This is an optimization exercise on Yosys and OpenROAD, whose aim is small area, a short achievable clock period and few clock cycles per item, not a production implementation.
Only simulation tests tie the RTL to the original design; equivalence was not proved.

==> try-quartz <==
Design frame_interval_statistics_top, start of the top module:
module frame_interval_statistics_top
#(
  parameter int unsigned COUNT_BITS = COUNT_BITS_DEF,
  parameter int unsigned DT_BITS    = DT_BITS_DEF
) (
  input  logic        clk_i,
  input  logic        rst_ni,
  input  logic        cfg_we_i,
  input  logic [31:0] cfg_wdata_i,
  input  logic        in_valid_i,
  output logic        in_ready_o,
  input  logic [31:0] in_time_us_i,
  output logic        out_valid_o,
  input  logic        out_ready_i,
  output logic [23:0] out_dt_us_o,
  output logic        out_dt_valid_o,
  output logic        out_report_o,
  output logic [15:0] out_interval_cnt_o,
  output logic [31:0] out_elapsed_us_o,
  output logic [31:0] out_fps_q8_o,
  output logic [31:0] out_mean_q8_o,
  output logic [31:0] out_stddev_q8_o,
  output logic [23:0] out_min_dt_us_o,
  output logic [23:0] out_max_dt_us_o
);
Settings: LEC_CHECK=0, ABC_AREA=1, CAP_MARGIN=20, CORE_MARGIN=2, CORE_UTILIZATION=55, SETUP_SLACK_MARGIN=4.2, SLEW_MARGIN=20; clock period 10.0 ns.
standard.sh (not shown) runs the stock make flow with config.mk's settings and CLKGATE_MAP_FILE= SYNTH_SCRIPT=/design/flow/synth_recipe.tcl, a recipe that flattens the netlist after the stock synthesis.
==> flow/flow/run.sh <==
#!/bin/bash
# Layout flow: the standard flow, except that synthesis leaves adders to the
# generic gate mapping and ABC (no full/half adder cell extraction), so that ABC
# sees whole arithmetic paths when it maps for delay. Registers are unchanged.
set -euo pipefail
bash standard.sh ADDER_MAP_FILE= synth > synth.log 2>&1
bash standard.sh finish > finish.log 2>&1
==> inputs of try-delta, as changes to try-quartz <==
SETUP_SLACK_MARGIN = 3   (was 4.2)
==> inputs of try-harbor, as changes to try-quartz <==
--- a/flow/design.v
+++ b/flow/design.v
@@ -191,31 +191,20 @@
   assign cs_x = {1'b0, dt_q, 8'd0};
   assign cs_m = ~{1'b0, mean_q};
   assign cs_y = fin_q ? (dv_neg_q ? {1'b0, dv_a_q} : ~{1'b0, dv_a_q}) : 33'd0;
   assign cs_e = fin_q && !dv_neg_q;
   assign cs_s = cs_x ^ cs_m ^ cs_y;
   assign cs_c = {((cs_x[31:0] & cs_m[31:0]) | (cs_x[31:0] & cs_y[31:0]) | (cs_m[31:0] & cs_y[31:0])), 1'b1};
   fis_add #(.W(33)) u_d (.a_i(cs_s), .b_i(cs_c), .c_i(cs_e), .s_o(d), .c_o(d_co));
   assign d_neg  = d[32];
-  logic [32:0] ns_y, ns_s, ns_c, nd;
-  logic        ns_e, nd_co;
-  logic [5:0]  lz_p, lz_m;
-  assign ns_y = fin_q ? (dv_neg_q ? ~{1'b0, dv_a_q} : {1'b0, dv_a_q}) : 33'd0;
-  assign ns_e = fin_q && dv_neg_q;
-  assign ns_s = ~cs_m ^ ~cs_x ^ ns_y;
-  assign ns_c = {((~cs_m[31:0] & ~cs_x[31:0]) | (~cs_m[31:0] & ns_y[31:0]) | (~cs_x[31:0] & ns_y[31:0])), 1'b1};
-  fis_add #(.W(33)) u_nd (.a_i(ns_s), .b_i(ns_c), .c_i(ns_e), .s_o(nd), .c_o(nd_co));
-  assign a_ones = d[31:0];
-  assign a_abs  = d_neg ? nd[31:0] : d[31:0];
-  assign a_co   = 1'b0;
-  fis_lzc #(.W(32), .LW(6)) u_lz_p (.x_i(d[31:0]), .lz_o(lz_p));
-  fis_lzc #(.W(32), .LW(6)) u_lz_m (.x_i(nd[31:0]), .lz_o(lz_m));
-  assign lz_a = d_neg ? lz_m : lz_p;
-  assign lzs = lz_a;
+  assign a_ones = d[31:0] ^ {32{d_neg}};
+  fis_add #(.W(32)) u_abs (.a_i(a_ones), .b_i(32'd0), .c_i(d_neg), .s_o(a_abs), .c_o(a_co));
+  fis_lzc #(.W(32), .LW(6)) u_lz_a (.x_i(a_ones), .lz_o(lz_a));
+  assign lzs = (d_neg && lz_a != 6'd0) ? lz_a - 6'd1 : lz_a;
   logic [63:0] m2_eff;
   logic [15:0] nm1;
   logic        nm1_co;
   logic [5:0]  lz_v;
   assign m2_eff = m2sat_q ? 64'hFFFF_FFFF_FFFF_FFFF : m2_q;
   fis_add #(.W(16), .FAST(1'b0)) u_nm1 (.a_i(n_q), .b_i(16'hFFFF), .c_i(1'b0), .s_o(nm1), .c_o(nm1_co));
   fis_lzc #(.W(32), .LW(6)) u_lz_v (.x_i(m2_eff[63:32]), .lz_o(lz_v));
   logic [15:0] vsat_s;
@@ -518,20 +507,17 @@
         default: dv_mode_q <= D_IDLE;
       endcase
       if (in_acc && have_ref_q) dv_mode_q <= D_DELTA;
       s_v_q     <= (dv_mode_q == D_VAR1) || (dv_mode_q == D_VAR2) || (dv_mode_q == D_VEND);
       s_chunk_q <= (dv_mode_q == D_VEND) ? '0 : st_q;
       if (s_v_q) begin
         s_r_q    <= sr[K/2];
         s_root_q <= so[K/2];
-        if (dv_mode_q == D_IDLE) begin
-          if (!f_busy_q) out_v_q   <= 1'b1;
-          else           sd_done_q <= 1'b1;
-        end
+        if (dv_mode_q == D_IDLE) sd_done_q <= 1'b1;
       end
       if (dv_mode_q == D_DELTA && rep_q) begin
         if (el_q == 32'd0 || fsat) begin
           f_q_q <= '1;
         end else begin
           f_busy_q <= 1'b1;
           f_cnt_q  <= 5'(32 / FK - 1);
           f_r_q    <= {20'd0, fm_q[31:20]};
SETUP_SLACK_MARGIN = 3   (was 4.2)
==> qor summary <==
Share of the final layout cell area in sequential cells: try-quartz 0.244; try-delta 0.271; try-harbor 0.266
Total routed wire length on the met1 layer: try-quartz 107 mm; try-delta 104 mm; try-harbor 102 mm
Count of placed standard cells in the final layout, fillers left out: try-quartz 13819; try-delta 13408; try-harbor 12711
Worst-case reg-to-reg path depth: try-quartz 48; try-delta 43; try-harbor 51
Area share of the largest cell type after synthesis: try-quartz 0.214; try-delta 0.214; try-harbor 0.223
Vias/cell: try-quartz 5.79; try-delta 5.64; try-harbor 5.65
Layout clock buffers: try-quartz 141; try-delta 124; try-harbor 126
CP Launch Point: try-quartz dv_a_q[11]; try-delta dv_a_q[0]; try-harbor dv_neg_q
Critical register-to-register path startpoint: try-quartz dv_a_q[11]; try-delta dv_a_q[0]; try-harbor dv_neg_q
Placed cell count: try-quartz 13155; try-delta 13161; try-harbor 12299
Critical path required time: try-quartz 10.48 ns; try-delta 10.47 ns; try-harbor 10.58 ns
FF/Latch Area: try-quartz 21400 sq um; try-delta 21400 sq um; try-harbor 21400 sq um
Non-CTS buffers: try-quartz 804; try-delta 429; try-harbor 619
Net count of the finished layout: try-quartz 12138; try-delta 11729; try-harbor 11077
Status: try-quartz finished clean; try-delta finished clean; try-harbor finished clean
Met3 Usage GRT: try-quartz 0.0898; try-delta 0.0732; try-harbor 0.0655
Non-clock inverters: try-quartz 2012; try-delta 2005; try-harbor 1968
Testbench counts of try-quartz, summed over its fixed seeds: cycles 67,280, items 12,000.
Testbench counts of try-delta, summed over its fixed seeds: cycles 67,280, items 12,000.
Testbench counts of try-harbor, summed over its fixed seeds: cycles 69,082, items 12,000.

========
==> v6 <==
Another version of the RTL of frame_interval_statistics_top (not shown whole).
clock: 10.0 ns
lec_check: 0
abc_area: 1
cap_margin: 20
core_margin: 2
core_utilization: 55
setup_slack_margin: 3.6
slew_margin: 20
Scripts as last shown in full above: flow/flow/run.sh
==> inputs of v25, as changes to v6 <==
--- a/flow/design.v
+++ b/flow/design.v
@@ -85,15 +85,15 @@
   output logic [31:0] out_fps_q8_o,
   output logic [31:0] out_mean_q8_o,
   output logic [31:0] out_stddev_q8_o,
   output logic [23:0] out_min_dt_us_o,
   output logic [23:0] out_max_dt_us_o
 );
   localparam int unsigned K     = 4;             
-  localparam int unsigned KM    = 5;             
+  localparam int unsigned KM    = 4;             
   localparam int unsigned MCH   = (32 + KM - 1) / KM;   
   localparam int unsigned BW    = MCH * KM;      
   localparam int unsigned FK    = 2;             
   logic [31:0] win_q;
   logic        have_ref_q;
   logic [31:0] prev_q;
   logic [31:0] el_q;
@@ -519,18 +519,15 @@
       endcase
       if (in_acc && have_ref_q) dv_mode_q <= D_DELTA;
       s_v_q     <= (dv_mode_q == D_VAR1) || (dv_mode_q == D_VAR2) || (dv_mode_q == D_VEND);
       s_chunk_q <= (dv_mode_q == D_VEND) ? '0 : st_q;
       if (s_v_q) begin
         s_r_q    <= sr[K/2];
         s_root_q <= so[K/2];
-        if (dv_mode_q == D_IDLE) begin
-          if (!f_busy_q) out_v_q   <= 1'b1;
-          else           sd_done_q <= 1'b1;
-        end
+        if (dv_mode_q == D_IDLE) sd_done_q <= 1'b1;
       end
       if (dv_mode_q == D_DELTA && rep_q) begin
         if (el_q == 32'd0 || fsat) begin
           f_q_q <= '1;
         end else begin
           f_busy_q <= 1'b1;
           f_cnt_q  <= 5'(32 / FK - 1);
--- a/flow/config.mk
+++ b/flow/config.mk
@@ -5,9 +5,9 @@
 export SDC_FILE = /design/flow/constraint.sdc
 export NUM_CORES = 4
 export LEC_CHECK = 0
 export ABC_AREA = 1
 export CAP_MARGIN = 20
 export CORE_MARGIN = 2
 export CORE_UTILIZATION = 55
-export SETUP_SLACK_MARGIN = 3.6
+export SETUP_SLACK_MARGIN = 3
 export SLEW_MARGIN = 20
==> inputs of v34, as changes to v6 <==
--- a/flow/design.v
+++ b/flow/design.v
@@ -85,15 +85,15 @@
   output logic [31:0] out_fps_q8_o,
   output logic [31:0] out_mean_q8_o,
   output logic [31:0] out_stddev_q8_o,
   output logic [23:0] out_min_dt_us_o,
   output logic [23:0] out_max_dt_us_o
 );
   localparam int unsigned K     = 4;             
-  localparam int unsigned KM    = 5;             
+  localparam int unsigned KM    = 4;             
   localparam int unsigned MCH   = (32 + KM - 1) / KM;   
   localparam int unsigned BW    = MCH * KM;      
   localparam int unsigned FK    = 2;             
   logic [31:0] win_q;
   logic        have_ref_q;
   logic [31:0] prev_q;
   logic [31:0] el_q;
==> notes <==
- Between v6 and v34, the lower synthesized cell count is in v34 (gap about 3%, measured against v34).
- Area after synthesis, lowest first: v25, v34, v6.
- Die area, highest first: v6, v34, v25.
- The highest non-clock buffer count belongs to v6, the lowest to v25.
- Of v25 and v6, v6 has the higher global-route usage (gap 0.17 points).
- Of v6 and v34, v34 has the higher critical path depth (gap 5).
==> figures <==
| metric | v34 | v25 | v6 |
|---|---|---|---|
| Die Area | 131000 sq um | 130000 sq um | 134000 sq um |
| Count of nets after finishing | 11900 | 11700 | 12200 |
| Clock Latency Late Sink | 0.74 ns | 0.73 ns | 0.72 ns |
| Ratio of layout area to synthesized area | 1.161x | 1.125x | 1.157x |
| Simple-gate share of the synthesized area | 34.9% | 34.2% | 33.9% |
| Met3 demand-to-capacity share in global routing | 7.69% | 7.10% | 7.32% |
| Met2 Routed Length | 112000 um | 107000 um | 110000 um |
| Shortest period the worst path allows | 6.27 ns | 6.70 ns | 6.30 ns |
| Placer congestion estimate | 1.05 | 1.00 | 1.04 |
| Required time of the critical path | 10.47 ns | 10.47 ns | 10.48 ns |
| Start point of the critical path | dv_neg_q | dv_a_q[20] | dv_a_q[28] |
| Share of the synthesized area in the top cell type | 21.4% | 21.5% | 21.0% |
| Final standard cell area without fillers | 81500 sq um | 78800 sq um | 83600 sq um |
| Hold endpoint | madd_q | fm_q[0] | fm_q[1] |
| Seq area share | 26.2% | 27.2% | 25.7% |
| Result of the run | timing/DRC/antenna clean | timing/DRC/antenna clean | timing/DRC/antenna clean |
Testbench counts of v6, summed over its fixed seeds: cycles 64,331, items 12,000.
Testbench counts of v25, summed over its fixed seeds: cycles 67,693, items 12,000.
Testbench counts of v34, summed over its fixed seeds: cycles 67,280, items 12,000.

## re-timing with driven ports
The results above use ideal ports. As a check the final layouts listed here were re-extracted and re-timed, cells and wires unchanged.
Step 1 sets driving cells, clkbuf_16 on the clock port and buf_2 on the other inputs (assumed; they add their load-dependent delay and slew).
Step 2 also shifts input and output timing later by t, the mid clock arrival at the registers, as if the neighbouring blocks saw the same clock.
Three values: ideal, step 1, step 2; two values: the first two.
run | t (ns) | setup WS [ns] | worst setup path at the end | worst register clock-pin slew, ns | worst slew at a driven data input, ns
try-quartz | 0.810 | 3.803 / 3.803 / 3.689 | input to register | 0.07 / 0.07 | 0.18
try-delta | 0.811 | 3.340 / 3.340 / 2.783 | input to register | 0.07 / 0.07 | 0.17
try-harbor | 0.796 | 2.789 / 2.789 / 2.681 | input to register | 0.08 / 0.08 | 0.09
v6 | 0.794 | 3.705 / 3.705 / 3.190 | input to register | 0.07 / 0.07 | 0.15
v25 | 0.793 | 3.301 / 3.301 / 2.688 | input to register | 0.07 / 0.07 | 0.18
v34 | 0.806 | 3.731 / 3.731 / 3.148 | input to register | 0.07 / 0.07 | 0.16
After both steps setup and hold are still met in every run listed. For v25, which loses most, drivers alone change the setup slack by 0.000 ns; drivers and shift together by -0.613 ns.
